From an optimization exercise on the open Yosys and OpenROAD flow, aimed at small area, a short achievable clock period and few clock cycles per item; shortcuts taken in it are not production practice. Function was checked by simulation only, so behaviour that the tests miss may differ from the original. Power figures rest on the tool's default switching activity, not on a simulated workload.

## flow/run.sh

```bash
#!/bin/bash
# synth_recipe.tcl (not shown) runs the flow's synth.tcl, then flattens the netlist and writes it again
# the make line also repeats each setting of config.mk as NAME=value (left out here)
make -C /OpenROAD-flow-scripts/flow DESIGN_CONFIG=/design/flow/config.mk WORK_HOME=/design/flow/orfs CLKGATE_MAP_FILE= SYNTH_SCRIPT=/design/flow/synth_recipe.tcl finish
```

## flow/config.mk

```make
export PLATFORM = sky130hd
export DESIGN_NAME = rank_transform_top
export DESIGN_NICKNAME = rank_transform_top
export VERILOG_FILES = /design/flow/design.v
export SDC_FILE = /design/flow/constraint.sdc
export NUM_CORES = 4
export LEC_CHECK = 0
export CAP_MARGIN = 20
export CORE_MARGIN = 2
export CORE_UTILIZATION = 40
export SLEW_MARGIN = 20
```

## flow/constraint.sdc

```tcl
create_clock -name core_clock -period 6.0 [get_ports {clk}]
set_input_delay 1.2000 -clock core_clock [delete_from_list [all_inputs] [get_ports {clk}]]
set_output_delay 1.2000 -clock core_clock [all_outputs]
set_load 0.01 [all_outputs]
```

## flow/design.v

```verilog
package rt_pkg;
    localparam int VALUE_W          = 32;
    localparam int RANK_W           = 6;
    localparam int MAX_ELEMENTS_DEF = 64;
    typedef struct packed {
        logic store;     
        logic close;     
        logic scan_rd;   
        logic pick;      
        logic emit_ld;   
    } rt_cmd_t;
    typedef struct packed {
        logic scan_last;   
        logic rank_last;   
        logic emit_last;   
        logic out_free;    
    } rt_stat_t;
endpackage
module rt_ctrl (
    input  logic             clk,
    input  logic             rst_n,
    input  logic             item_valid,
    input  logic             last,
    output logic             item_stall,
    input  rt_pkg::rt_stat_t stat,
    output rt_pkg::rt_cmd_t  cmd
);
    localparam logic [2:0] ST_IDLE     = 3'd0;
    localparam logic [2:0] ST_SCAN     = 3'd1;
    localparam logic [2:0] ST_SCAN_END = 3'd2;
    localparam logic [2:0] ST_PICK     = 3'd3;
    localparam logic [2:0] ST_EMIT_RD  = 3'd4;
    localparam logic [2:0] ST_EMIT_LD  = 3'd5;
    logic [2:0] state_reg;
    logic [2:0] state_next;
    assign item_stall = (state_reg != ST_IDLE);
    always_comb
    begin
        state_next  = state_reg;
        cmd         = '0;
        unique case (state_reg)
            ST_IDLE:
            begin
                if (item_valid)
                begin
                    cmd.store = 1'b1;
                    if (last)
                    begin
                        cmd.close  = 1'b1;
                        state_next = ST_SCAN;
                    end
                end
            end
            ST_SCAN:
            begin
                cmd.scan_rd = 1'b1;
                if (stat.scan_last)
                begin
                    state_next = ST_SCAN_END;
                end
            end
            ST_SCAN_END:
            begin
                state_next = ST_PICK;
            end
            ST_PICK:
            begin
                cmd.pick   = 1'b1;
                state_next = stat.rank_last ? ST_EMIT_RD : ST_SCAN;
            end
            ST_EMIT_RD:
            begin
                state_next = ST_EMIT_LD;
            end
            ST_EMIT_LD:
            begin
                if (stat.out_free)
                begin
                    cmd.emit_ld = 1'b1;
                    state_next  = stat.emit_last ? ST_IDLE : ST_EMIT_RD;
                end
            end
            default:
            begin
                state_next = ST_IDLE;
            end
        endcase
    end
    always_ff @(posedge clk or negedge rst_n)
    begin
        if (!rst_n)
        begin
            state_reg <= ST_IDLE;
        end
        else
        begin
            state_reg <= state_next;
        end
    end
endmodule
module rt_datapath #(
    parameter int MAX_ELEMENTS = rt_pkg::MAX_ELEMENTS_DEF
) (
    input  logic                             clk,
    input  logic                             rst_n,
    input  rt_pkg::rt_cmd_t                  cmd,
    output rt_pkg::rt_stat_t                 stat,
    input  logic signed [rt_pkg::VALUE_W-1:0] value,
    output logic                             res_valid,
    input  logic                             res_stall,
    output logic [rt_pkg::RANK_W-1:0]        rank,
    output logic                             final_res,
    output logic                             overflow
);
    localparam int IDX_W = (MAX_ELEMENTS > 1) ? $clog2(MAX_ELEMENTS) : 1;
    localparam int CNT_W = $clog2(MAX_ELEMENTS + 1);
    logic signed [rt_pkg::VALUE_W-1:0] value_mem [MAX_ELEMENTS];
    logic [rt_pkg::RANK_W-1:0]         rank_mem  [MAX_ELEMENTS];
    logic signed [rt_pkg::VALUE_W-1:0] val_rd_reg;
    logic [rt_pkg::RANK_W-1:0]         rank_rd_reg;
    logic [MAX_ELEMENTS-1:0]   chosen_reg;
    logic [CNT_W-1:0]          count_reg;
    logic                      dropped_reg;
    logic [IDX_W-1:0]          j_reg;
    logic [IDX_W-1:0]          j_d_reg;
    logic                      cmp_valid_reg;
    logic [CNT_W-1:0]          r_reg;
    logic [IDX_W-1:0]          k_reg;
    logic                      have_reg;
    logic [IDX_W-1:0]          best_reg;
    logic signed [rt_pkg::VALUE_W-1:0] best_val_reg;
    logic                      room;
    logic                      better;
    logic                      clear_set;
    logic                      out_valid_reg;
    logic [rt_pkg::RANK_W-1:0]         rank_reg;
    logic                      final_reg;
    logic                      overflow_reg;
    assign room      = (count_reg < CNT_W'(MAX_ELEMENTS));
    assign clear_set = cmd.emit_ld && stat.emit_last;
    assign better    = cmp_valid_reg && !chosen_reg[j_d_reg]
                       && (!have_reg || (val_rd_reg < best_val_reg));
    assign stat.scan_last = ((CNT_W'(j_reg) + CNT_W'(1)) == count_reg);
    assign stat.rank_last = ((r_reg + CNT_W'(1)) == count_reg);
    assign stat.emit_last = ((CNT_W'(k_reg) + CNT_W'(1)) == count_reg);
    assign stat.out_free  = !out_valid_reg || !res_stall;
    always_ff @(posedge clk)
    begin
        if (cmd.store && room)
        begin
            value_mem[count_reg[IDX_W-1:0]] <= value;
        end
        val_rd_reg <= value_mem[j_reg];
    end
    always_ff @(posedge clk)
    begin
        if (cmd.pick)
        begin
            rank_mem[best_reg] <= rt_pkg::RANK_W'(r_reg);
        end
        rank_rd_reg <= rank_mem[k_reg];
    end
    always_ff @(posedge clk)
    begin
        if (better)
        begin
            best_reg     <= j_d_reg;
            best_val_reg <= val_rd_reg;
        end
    end
    always_ff @(posedge clk or negedge rst_n)
    begin
        if (!rst_n)
        begin
            chosen_reg    <= '0;
            count_reg     <= '0;
            dropped_reg   <= 1'b0;
            j_reg         <= '0;
            j_d_reg       <= '0;
            cmp_valid_reg <= 1'b0;
            r_reg         <= '0;
            k_reg         <= '0;
            have_reg      <= 1'b0;
        end
        else
        begin
            cmp_valid_reg <= cmd.scan_rd;
            j_d_reg       <= j_reg;
            if (cmd.store)
            begin
                if (room)
                begin
                    count_reg <= count_reg + CNT_W'(1);
                end
                else
                begin
                    dropped_reg <= 1'b1;
                end
            end
            if (cmd.close)
            begin
                j_reg    <= '0;
                r_reg    <= '0;
                k_reg    <= '0;
                have_reg <= 1'b0;
            end
            if (cmd.scan_rd)
            begin
                j_reg <= j_reg + IDX_W'(1);
            end
            if (better)
            begin
                have_reg <= 1'b1;
            end
            if (cmd.pick)
            begin
                chosen_reg[best_reg] <= 1'b1;
                r_reg                <= r_reg + CNT_W'(1);
                j_reg                <= '0;
                have_reg             <= 1'b0;
            end
            if (cmd.emit_ld)
            begin
                k_reg <= k_reg + IDX_W'(1);
            end
            if (clear_set)
            begin
                chosen_reg  <= '0;
                count_reg   <= '0;
                dropped_reg <= 1'b0;
                k_reg       <= '0;
            end
        end
    end
    always_ff @(posedge clk or negedge rst_n)
    begin
        if (!rst_n)
        begin
            out_valid_reg <= 1'b0;
        end
        else if (cmd.emit_ld)
        begin
            out_valid_reg <= 1'b1;
        end
        else if (!res_stall)
        begin
            out_valid_reg <= 1'b0;
        end
    end
    always_ff @(posedge clk)
    begin
        if (cmd.emit_ld)
        begin
            rank_reg     <= rank_rd_reg;
            final_reg    <= stat.emit_last;
            overflow_reg <= dropped_reg;
        end
    end
    assign res_valid = out_valid_reg;
    assign rank      = rank_reg;
    assign final_res = final_reg;
    assign overflow  = overflow_reg;
endmodule
module rank_transform_top #(
    parameter int MAX_ELEMENTS = rt_pkg::MAX_ELEMENTS_DEF
) (
    input  logic                              clk,
    input  logic                              rst_n,
    input  logic                              item_valid,
    output logic                              item_stall,
    input  logic signed [rt_pkg::VALUE_W-1:0] value,
    input  logic                              last,
    output logic                              res_valid,
    input  logic                              res_stall,
    output logic [rt_pkg::RANK_W-1:0]         rank,
    output logic                              final_res,
    output logic                              overflow
);
    rt_pkg::rt_cmd_t cmd;
    rt_pkg::rt_stat_t stat;
    rt_ctrl u_ctrl (
        .clk        (clk),
        .rst_n      (rst_n),
        .item_valid (item_valid),
        .last       (last),
        .item_stall (item_stall),
        .stat       (stat),
        .cmd        (cmd)
    );
    rt_datapath #(
        .MAX_ELEMENTS (MAX_ELEMENTS)
    ) u_datapath (
        .clk       (clk),
        .rst_n     (rst_n),
        .cmd       (cmd),
        .stat      (stat),
        .value     (value),
        .res_valid (res_valid),
        .res_stall (res_stall),
        .rank      (rank),
        .final_res (final_res),
        .overflow  (overflow)
    );
endmodule
```

==> results.sh <==
export IMPL_powerDensity_mw_per_mm2=425
export IMPL_io_buffers=46
export IMPL_num_io_pins=47
export IMPL_hold_viol=0
export IMPL_clk_pin_slew_worst_paths_ps=60
export IMPL_cts_buffer_depth=4
export IMPL_area_delta_synth_final_pct=14.5
export IMPL_finalSetupViolations=0
export IMPL_rr_worst_depth=8
export IMPL_status="timing/DRC/antenna clean"
export IMPL_p_comb_frac=0.222
export IMPL_drc=0
export IMPL_htree_levels=5
export IMPL_syn_nets=4393
export IMPL_routabilityCongestion=0.793
export IMPL_viasPerCell=5.61
export IMPL_routed_via_count=45600
export IMPL_hold_class="input pin to async pin"
export IMPL_drtPass1Iterations=5
export IMPL_numCtsBuffers=292
export IMPL_finalCritPeriodShare=0.624
export IMPL_antenna_found_initial=18
export IMPL_leakagePower_nw=35.4
export IMPL_ys_types=58
export IMPL_start_util=0.401
export IMPL_p_int_w=0.0358
export IMPL_yosys_area_top_type_share=0.739
export IMPL_crit_type="flop to flop"
export IMPL_cts_root_buf="clkbuf_16"
export IMPL_synth_ff_type="edfxtp_1"
export IMPL_synthTopCellsByArea="edfxtp_1, mux4_2, dfrtp_1, nor2_1, dfxtp_1"
export IMPL_synth_top_area_cell="edfxtp_1"
export IMPL_num_nets_final=4654
export IMPL_fp_dieArea_mm2=0.256
export IMPL_finalMaxSlewViolations=0
export IMPL_power_share_clock=0.347
export IMPL_dp_hpwl_mm=137
export IMPL_syn_avg_cell_area_um2=23.3
export IMPL_route_detailed_wl_per_inst_um=28.4
export IMPL_wl_mm=231
export IMPL_fin_crit_ps=3740
export IMPL_ys_warn_count=2
export IMPL_postCtsSetupBuffers=0
export IMPL_row_count=184
export IMPL_max_slew_margin=0.224
export IMPL_cts_tree="built"
export IMPL_clk_latency_ps=970
export IMPL_p_seq_frac=0.431
export IMPL_grt_setup_unrepaired="no"
export IMPL_start_kind="flop"
export IMPL_synth_seq_cells=2619
export IMPL_synthArstFlopShare=0.0393
export IMPL_grt_pass1_vias=46300
export IMPL_p_sw_w=0.0132
export IMPL_syn_instance_count=4317
export IMPL_die_x_um=506
export IMPL_grt_max_degree=87
export IMPL_cts_sinks=2619
export IMPL_synth_edf_count=2478
export IMPL_swShare=0.270
export IMPL_cp_end_kind="flop"
export IMPL_hold_ws_ps=333
export IMPL_finalSetupTns_ps=0
export IMPL_max_cap_violations=0
export IMPL_worstPathRequired_ps=6750
export IMPL_grt_pass1_wl_mm=335
export IMPL_largest_reg_flops=2048
export IMPL_netlist_top_cells_count="edfxtp_1, mux4_2, nor2_1, clkbuf_1, dfrtp_1"
export IMPL_fin_skew_ps=111
export IMPL_post_route_cells_drive_above_1_share=0.309
export IMPL_grt_usage=0.180
export IMPL_gr_total_overflow=0
export IMPL_yosysMostFrequentCell="edfxtp_1"
export IMPL_ctsResizeCount=0
export IMPL_ant_nets=0
export IMPL_placed_area_mm2=0.106
export IMPL_netlist_area_mm2=0.101
export IMPL_crit_fanout=41
export IMPL_coreArea_mm2=0.251
export IMPL_stdcell_area_mm2=0.115
export IMPL_ys_seq_area_frac=0.772
export IMPL_fmax_mhz=267
export IMPL_drt_iter0_drc=5142
export IMPL_hold_buffers=0
export IMPL_arrival_ps=4490
export IMPL_irDropWorstVdd_uv=309
export IMPL_tightest_slew_ps=1160
export IMPL_fp_dieH_um=506
==> layout make-up <==
class                           instances  area (um2)
Timing Repair Buffer                  190        1780
Sequential cell                      2619       77800
Tap cell                             3348        4190
Clock buffer                          354        7710
Inverter                               41         161
Fill cell                           20600      136000
Multi-Input combinational cell       1434       22400
Clock inverter                        144        1320
Antenna cell                            5        12.5
==> critical path, stage by stage, from the launching register on <==
cell	delay (ps)
dfrtp_4	840
ha_1	410
and3_1	260
xnor2_1	80
a211oi_1	340
o211a_1	330
and2_2	710
buf_4	460
nor2_1	110
==> power by group through the flow <==
stage                     sequential (W)  clock [W]  combinational, W
final                             0.0211     0.0170            0.0109
after global routing              0.0212     0.0181            0.0116
after CTS                         0.0211     0.0174            0.0110
after detailed placement          0.0215          0            0.0110
after global placement            0.0215          0            0.0110
after floorplan                   0.0211          0           0.00747
==> stage by stage <==
stage / power, W / worst slack, ps / instances / util
after floorplan: 0.0286 / 852 / 4317 / -
after global placement: 0.0325 / 1490 / 7627 / 0.423
after detailed placement: 0.0326 / 1480 / 7630 / 0.423
after CTS: 0.0496 / 2170 / 8128 / 0.459
after global routing: 0.0508 / 1960 / 8132 / 0.460
final: 0.0490 / 2260 / 8135 / 0.460
==> worst paths after layout <==
path,start,to,slack [ps]
worst min register to register,u_datapath.val_rd_reg[31]$_DFF_P_,u_datapath.best_val_reg[31]$_DFFE_PP_,430
min in group core_clock,u_datapath.val_rd_reg[31]$_DFF_P_,u_datapath.best_val_reg[31]$_DFFE_PP_,430
worst max register to register,u_datapath.k_reg[0]$_DFFE_PN0P_,u_datapath.chosen_reg[51]$_DFFE_PN0P_,2260
max in group asynchronous,rst_n,u_datapath.r_reg[3]$_DFFE_PN0P_,4400
worst max-delay path,u_datapath.k_reg[0]$_DFFE_PN0P_,u_datapath.chosen_reg[51]$_DFFE_PN0P_,2260
worst min-delay path,rst_n,u_datapath.chosen_reg[37]$_DFFE_PN0P_,330
==> placed cells by master (no fill, tap or decap), types with 42 or more instances in the layout <==
| cell type | synthesis | routed |
|---|---|---|
| a21oi_1 | 82 | 82 |
| buf_4 | 13 | 122 |
| clkbuf_1 | 116 | 51 |
| clkbuf_16 | 0 | 297 |
| clkinv_1 | 1 | 52 |
| clkinv_2 | 0 | 52 |
| dfrtp_1 | 103 | 87 |
| edfxtp_1 | 2478 | 2478 |
| mux4_2 | 814 | 814 |
| nand2_1 | 42 | 42 |
| nor2_1 | 229 | 165 |
| nor2_4 | 0 | 64 |
==> cells by family (layout without fill, tap and decap cells) <==
group | Yosys count | after routing | synth area share
xor+xnor | 39 | 39 | 0.00407
flops | 2619 | 2619 | 0.772
simple gates | 387 | 387 | 0.0174
mux | 817 | 817 | 0.182
fa+ha+maj | 39 | 39 | 0.00484
compound gates | 152 | 152 | 0.00879
other cells | 0 | 5 | 0
buf+inv | 264 | 729 | 0.0110
==> routing by layer <==
| metal | vias up | share of wire | GRT usage |
|---|---|---|---|
| met5 | - | 0.000030 | 0 |
| met4 | 2 | 0.021 | 0.0416 |
| met1 | 24800 | 0.42 | 0.256 |
| met3 | 363 | 0.071 | 0.0392 |
| met2 | 1559 | 0.48 | 0.284 |
| li1 | 18900 | - | - |
Testbench counts, summed over its fixed seeds: cycles 308,880, items 6,357.

[what the ideal ports hide]
No port has a modelled driver above. Below, the same layout with a new extraction and two added sets of constraints.
Step 1, drivers: a clkbuf_16 drives clk and a buf_2 each remaining input, both assumed.
Step 2 adds t to the input delays and takes it off the output delays; t is the mean of the earliest and latest rising clock arrival at the registers after step 1. Input paths then give back, and output paths get back, about the clock's delay inside the block.
Three values: ideal, step 1, step 2; two values: the first two.
t, ns: 1.020
setup WS [ns]: 2.259 / 2.167 / 1.455
latest minus earliest clock arrival (ns): 0.116 / 0.115
slew at the worst register clock pin (ns): 0.07 / 0.07
After both steps this run still meets setup and hold. For this run, drivers alone change the setup slack by -0.092 ns; drivers and shift together by -0.804 ns.
